What follows belongs to an exercise in optimizing a design on an open flow for small area, a short achievable clock period and few clock cycles per item; a production flow would make more cautious choices. At most, simulation tests tie the RTL to the original design; equivalence was not proved.

==> 05-21 <==
// series_eval_engine
module series_eval_engine #(
    parameter int WIDTH = 16,
    parameter int TERMS = 4
) (
    input  logic             clk,
    input  logic             rst,
    input  logic             start,
    input  logic [WIDTH-1:0] x,
    input  logic             coef_wr,
    input  logic [2:0]       coef_addr,
    input  logic [WIDTH-1:0] coef_data,
    output logic             busy,
    output logic             done,
    output logic [WIDTH-1:0] result,
    output logic             ovf
);
==> flow/config.mk <==
export PLATFORM = sky130hd
export DESIGN_NAME = series_eval_engine
export DESIGN_NICKNAME = series_eval_engine
export VERILOG_FILES = /design/flow/design.v
export SDC_FILE = /design/flow/constraint.sdc
export NUM_CORES = 4
export LEC_CHECK = 0
export CAP_MARGIN = 50
export CORE_MARGIN = 2
export CORE_UTILIZATION = 65
export CTS_CLUSTER_DIAMETER = 60
export CTS_CLUSTER_SIZE = 40
export SLEW_MARGIN = 75
export SYNTH_HIERARCHICAL = 1
==> flow/constraint.sdc <==
create_clock -name core_clock -period 11.0 [get_ports {clk}]
set_input_delay 2.2000 -clock core_clock [delete_from_list [all_inputs] [get_ports {clk}]]
set_output_delay 2.2000 -clock core_clock [all_outputs]
set_load 0.01 [all_outputs]
standard.sh (not shown) runs the stock make flow with config.mk's settings and CLKGATE_MAP_FILE= SYNTH_SCRIPT=/design/flow/synth_recipe.tcl, a recipe that flattens the netlist after the stock synthesis.
==> flow/flow/run.sh <==
#!/bin/bash
# The standard layout, except that the port buffers are buf_4 cells
# (buffer_ports otherwise picks a slow delay buffer, which then sets the
# period through the output paths).
set -euo pipefail
export BUFFER_PORTS_ARGS="-buffer_cell sky130_fd_sc_hd__buf_4"
bash standard.sh > standard_flow.log 2>&1
==> 07-03 (differences from 05-21) <==
--- a/flow/design.v
+++ b/flow/design.v
@@ -15,35 +15,35 @@
     output logic             ovf
 );
     localparam int NSQ  = 46;
     localparam int NMUL = 46;
     localparam int NADD = 48;
     localparam int NSUB = 48;
     logic        rdy_q;
     logic        v0_q, v1a_q, v1_q, v2a_q, v2_q, v3a_q, v3_q, v4a_q, v4_q, v5a_q, done_q;
-    logic [23:0] c0_q, c1_q, c2_q, c3_q;     
+    logic [15:0] c0_q, c1_q, c2_q, c3_q;
     logic        w1v_q, w2v_q, w3v_q, w4v_q, w5v_q, w6v_q, w7v_q, w8v_q;
     logic [1:0]  w1a_q, w2a_q, w3a_q, w4a_q, w5a_q, w6a_q;
     logic [15:0] w1d_q, w2d_q, w3d_q, w4d_q, w5d_q, w6d_q, w7d_q, w8d_q;
     logic [15:0]     x0_q;
     logic [NSQ-1:0]  sqcs_q;   logic sqci_q;
     logic [15:0]     x1a_q;
-    logic [23:0]     x2e1_q;
+    logic [15:0]     x2s1_q;
     logic [15:0]     x1_q;
     logic [NMUL-1:0] t0cs_q;   logic t0ci_q;
     logic [NMUL-1:0] p3cs_q;   logic p3ci_q;
-    logic [23:0]     x2e2a_q;
+    logic [15:0]     x2s2a_q;
     logic [15:0]     x3_q, acc2_q;
-    logic [23:0]     x2e2_q;
+    logic [15:0]     x2s2_q;
     logic [NMUL-1:0] p5cs_q;   logic p5ci_q;
     logic [NSUB-1:0] t1cs_q;   logic t1ci_q, t1sp_q;
-    logic [23:0]     x2e3a_q;
+    logic [15:0]     x2s3a_q;
     logic [15:0]     x5_q, acc3_q;
-    logic [23:0]     x2e3_q;
+    logic [15:0]     x2s3_q;
     logic            ovf3_q;
     logic [NMUL-1:0] p7cs_q;   logic p7ci_q;
     logic [NADD-1:0] t2cs_q;   logic t2ci_q, t2sp_q;
     logic            ovf4a_q;
     logic [15:0]     x7_q, acc4_q;
     logic            ovf4_q;
     logic [NSUB-1:0] t3cs_q;   logic t3ci_q, t3sp_q;
     logic            ovf5a_q;
@@ -53,39 +53,41 @@
     logic [NSQ-1:0]  sqcs_d;   logic sqci_d;
     logic [NMUL-1:0] t0cs_d, p3cs_d, p5cs_d, p7cs_d;
     logic            t0ci_d, p3ci_d, p5ci_d, p7ci_d;
     logic [NSUB-1:0] t1cs_d, t3cs_d;
     logic [NADD-1:0] t2cs_d;
     logic            t1ci_d, t1sp_d, t2ci_d, t2sp_d, t3ci_d, t3sp_d;
     logic [15:0]     x2_d, acc2_d, x3_d, x5_d, x7_d, acc3_d, acc4_d, acc5_d;
     logic            ov3, ov4, ov5;
-    logic [23:0]     x2e_d, c0e_d, c1e_d, c2e_d, c3e_d;
+    logic [23:0]     c0e, c1e, c2e, c3e, x2e1, x2e2, x2e3;
     assign take = rdy_q;
     sev_sq16_t      u_sq_t (.x(x0_q), .cs(sqcs_d), .ci(sqci_d));
-    sev_bmul16_t    u_t0_t (.a(x1_q), .be(c0_q), .cs(t0cs_d), .ci(t0ci_d));
-    sev_bmul16_t    u_p3_t (.a(x1_q), .be(x2e1_q), .cs(p3cs_d), .ci(p3ci_d));
-    sev_bmul16_t    u_p5_t (.a(x3_q), .be(x2e2_q), .cs(p5cs_d), .ci(p5ci_d));
-    sev_bmacsub16_t u_t1_t (.acc(acc2_q), .a(x3_q), .be(c1_q), .sp(t1sp_d), .cs(t1cs_d), .ci(t1ci_d));
-    sev_bmul16_t    u_p7_t (.a(x5_q), .be(x2e3_q), .cs(p7cs_d), .ci(p7ci_d));
-    sev_bmacadd16_t u_t2_t (.acc(acc3_q), .a(x5_q), .be(c2_q), .sp(t2sp_d), .cs(t2cs_d), .ci(t2ci_d));
-    sev_bmacsub16_t u_t3_t (.acc(acc4_q), .a(x7_q), .be(c3_q), .sp(t3sp_d), .cs(t3cs_d), .ci(t3ci_d));
+    sev_bmul16_t    u_t0_t (.a(x1_q), .be(c0e), .cs(t0cs_d), .ci(t0ci_d));
+    sev_bmul16_t    u_p3_t (.a(x1_q), .be(x2e1), .cs(p3cs_d), .ci(p3ci_d));
+    sev_bmul16_t    u_p5_t (.a(x3_q), .be(x2e2), .cs(p5cs_d), .ci(p5ci_d));
+    sev_bmacsub16_t u_t1_t (.acc(acc2_q), .a(x3_q), .be(c1e), .sp(t1sp_d), .cs(t1cs_d), .ci(t1ci_d));
+    sev_bmul16_t    u_p7_t (.a(x5_q), .be(x2e3), .cs(p7cs_d), .ci(p7ci_d));
+    sev_bmacadd16_t u_t2_t (.acc(acc3_q), .a(x5_q), .be(c2e), .sp(t2sp_d), .cs(t2cs_d), .ci(t2ci_d));
+    sev_bmacsub16_t u_t3_t (.acc(acc4_q), .a(x7_q), .be(c3e), .sp(t3sp_d), .cs(t3cs_d), .ci(t3ci_d));
     sev_sq16_c      u_sq_c (.cs(sqcs_q), .ci(sqci_q), .y(x2_d));
-    sev_benc16      u_ex2  (.b(x2_d), .be(x2e_d));
     sev_bmul16_c    u_t0_c (.cs(t0cs_q), .ci(t0ci_q), .y(acc2_d));
     sev_bmul16_c    u_p3_c (.cs(p3cs_q), .ci(p3ci_q), .y(x3_d));
     sev_bmul16_c    u_p5_c (.cs(p5cs_q), .ci(p5ci_q), .y(x5_d));
     sev_bmacsub16_c u_t1_c (.cs(t1cs_q), .ci(t1ci_q), .sp(t1sp_q), .ovi(1'b0), .y(acc3_d), .ov(ov3));
     sev_bmul16_c    u_p7_c (.cs(p7cs_q), .ci(p7ci_q), .y(x7_d));
     sev_bmacadd16_c u_t2_c (.cs(t2cs_q), .ci(t2ci_q), .sp(t2sp_q), .ovi(ovf4a_q), .y(acc4_d), .ov(ov4));
     sev_bmacsub16_c u_t3_c (.cs(t3cs_q), .ci(t3ci_q), .sp(t3sp_q), .ovi(ovf5a_q), .y(acc5_d), .ov(ov5));
-    sev_benc16      u_ec0  (.b(w2d_q), .be(c0e_d));
-    sev_benc16      u_ec1  (.b(w4d_q), .be(c1e_d));
-    sev_benc16      u_ec2  (.b(w6d_q), .be(c2e_d));
-    sev_benc16      u_ec3  (.b(w8d_q), .be(c3e_d));
+    sev_benc16      u_ec0  (.b(c0_q), .be(c0e));
+    sev_benc16      u_ec1  (.b(c1_q), .be(c1e));
+    sev_benc16      u_ec2  (.b(c2_q), .be(c2e));
+    sev_benc16      u_ec3  (.b(c3_q), .be(c3e));
+    sev_benc16      u_ex1  (.b(x2s1_q), .be(x2e1));
+    sev_benc16      u_ex2  (.b(x2s2_q), .be(x2e2));
+    sev_benc16      u_ex3  (.b(x2s3_q), .be(x2e3));
     always_ff @(posedge clk or posedge rst) begin
         if (rst) begin
             rdy_q  <= 1'b0;
             v0_q   <= 1'b0;
             v1a_q  <= 1'b0;
             v1_q   <= 1'b0;
             v2a_q  <= 1'b0;
             v2_q   <= 1'b0;
@@ -123,20 +125,20 @@
             w1v_q  <= coef_wr & take & (coef_addr[2] == 1'b0);
             w2v_q  <= w1v_q;
             w3v_q  <= w2v_q & (w2a_q != 2'd0);
             w4v_q  <= w3v_q;
             w5v_q  <= w4v_q & (w4a_q != 2'd1);
             w6v_q  <= w5v_q;
             w7v_q  <= w6v_q & (w6a_q == 2'd3);
             w8v_q  <= w7v_q;
-            if (w2v_q && w2a_q == 2'd0) c0_q <= c0e_d;
-            if (w4v_q && w4a_q == 2'd1) c1_q <= c1e_d;
-            if (w6v_q && w6a_q == 2'd2) c2_q <= c2e_d;
-            if (w8v_q) c3_q <= c3e_d;
+            if (w2v_q && w2a_q == 2'd0) c0_q <= w2d_q;
+            if (w4v_q && w4a_q == 2'd1) c1_q <= w4d_q;
+            if (w6v_q && w6a_q == 2'd2) c2_q <= w6d_q;
+            if (w8v_q) c3_q <= w8d_q;
         end
     end
     always_ff @(posedge clk) begin
         w1a_q    <= coef_addr[1:0];
         w1d_q    <= coef_data;
         w2a_q    <= w1a_q;
         w2d_q    <= w1d_q;
         w3a_q    <= w2a_q;
@@ -148,36 +150,36 @@
         w6a_q    <= w5a_q;
         w6d_q    <= w5d_q;
         w7d_q    <= w6d_q;
         w8d_q    <= w7d_q;
         x0_q     <= x;
         sqcs_q   <= sqcs_d;
         sqci_q   <= sqci_d;
         x1a_q    <= x0_q;
-        x2e1_q   <= x2e_d;
+        x2s1_q   <= x2_d;
         x1_q     <= x1a_q;
         p3cs_q   <= p3cs_d;
         p3ci_q   <= p3ci_d;
         t0cs_q   <= t0cs_d;
         t0ci_q   <= t0ci_d;
-        x2e2a_q  <= x2e1_q;
+        x2s2a_q  <= x2s1_q;
         x3_q     <= x3_d;
-        x2e2_q   <= x2e2a_q;
+        x2s2_q   <= x2s2a_q;
         acc2_q   <= acc2_d;
         p5cs_q   <= p5cs_d;
         p5ci_q   <= p5ci_d;
         t1cs_q   <= t1cs_d;
         t1ci_q   <= t1ci_d;
         t1sp_q   <= t1sp_d;
-        x2e3a_q  <= x2e2_q;
+        x2s3a_q  <= x2s2_q;
         x5_q     <= x5_d;
         acc3_q   <= acc3_d;
         ovf3_q   <= ov3;
-        x2e3_q   <= x2e3a_q;
+        x2s3_q   <= x2s3a_q;
         p7cs_q   <= p7cs_d;
         p7ci_q   <= p7ci_d;
         t2cs_q   <= t2cs_d;
         t2ci_q   <= t2ci_d;
         t2sp_q   <= t2sp_d;
         ovf4a_q  <= ovf3_q;
         x7_q     <= x7_d;
         acc4_q   <= acc4_d;
==> flow/config.mk (replaced) <==
export PLATFORM = sky130hd
export DESIGN_NAME = series_eval_engine
export DESIGN_NICKNAME = series_eval_engine
export VERILOG_FILES = /design/flow/design.v
export SDC_FILE = /design/flow/constraint.sdc
export NUM_CORES = 4
export LEC_CHECK = 0
export CAP_MARGIN = 50
export CORE_MARGIN = 2
export CORE_UTILIZATION = 65
export SLEW_MARGIN = 75
export SYNTH_HIERARCHICAL = 1
==> 10-01 (differences from 05-21) <==
==> flow/config.mk (replaced) <==
export PLATFORM = sky130hd
export DESIGN_NAME = series_eval_engine
export DESIGN_NICKNAME = series_eval_engine
export VERILOG_FILES = /design/flow/design.v
export SDC_FILE = /design/flow/constraint.sdc
export NUM_CORES = 4
export LEC_CHECK = 0
export CAP_MARGIN = 50
export CORE_MARGIN = 2
export CORE_UTILIZATION = 65
export CTS_BUF_LIST = sky130_fd_sc_hd__clkbuf_8
export CTS_CLUSTER_SIZE = 20
export SLEW_MARGIN = 75
export SYNTH_HIERARCHICAL = 1
==> results.yml <==
logic_synthesis:
  synth-seq-cells: 926
  syn_inst: 6050
final_layout:
  design_area_um2: 73500
  bufAreaShareNonClock_pct: 2.37
clock_tree:
  cts_max_level: 3
drt:
  via_count: 43500
run_status:
  outcome: "no timing/DRC/antenna violations"
The numbers above come from 05-21.

==> results.yml <==
clock_tree:
  clk_latency_ps: 680
  cts_max_level: 3
logic_synthesis:
  syn_inst: 6018
run_status:
  outcome: "no timing/DRC/antenna violations"
final_layout:
  bufAreaShareNonClock_pct: 3.99
  design_area_um2: 73600
placed_design:
  io_buffers: 57
grt:
  grt_most_used_layer: "met2"
drt:
  via_count: 44000
The numbers above come from 07-03.

==> results.yml <==
worst_setup_path:
  cp.required_ps: 8800
clock_tree:
  cts_max_level: 4
final_layout:
  bufAreaShareNonClock_pct: 2.41
  clkCellAreaFrac_pct: 4.65
  design_area_um2: 73900
logic_synthesis:
  synth-seq-cells: 926
  syn_inst: 6050
drt:
  via_count: 43900
run_status:
  outcome: "no timing/DRC/antenna violations"
The numbers above come from 10-01.

Testbench counts of 05-21, summed over its fixed seeds: cycles 1,752, items 1,536.
Testbench counts of 10-01, summed over its fixed seeds: cycles 1,752, items 1,536.
For 07-03, only the layout was checked, not whether the RTL still works.

[re-timing with driven ports]
No port has a modelled driver above. Below, the same layouts with a new extraction and two added sets of constraints. Step 1 sets driving cells, clkbuf_16 on the clock port and buf_2 on the other inputs (assumed; they add their load-dependent delay and slew). Step 2 also shifts input and output timing later by t, the mid clock arrival at the registers, as if the neighbouring blocks saw the same clock. Slacks: ideal ports / drivers / drivers and shift; pairs: ideal ports / drivers.
run	shift t [ns]	setup slack, ns	clock arrival spread, ns	worst data-port slew with drivers (ns)
05-21	0.754	7.571 / 7.494 / 7.645	0.038 / 0.039	0.04
07-03	0.748	6.965 / 6.965 / 6.965	0.024 / 0.025	0.06
10-01	0.897	7.438 / 7.365 / 7.658	0.048 / 0.047	0.04
After both steps every run listed still meets setup and hold.
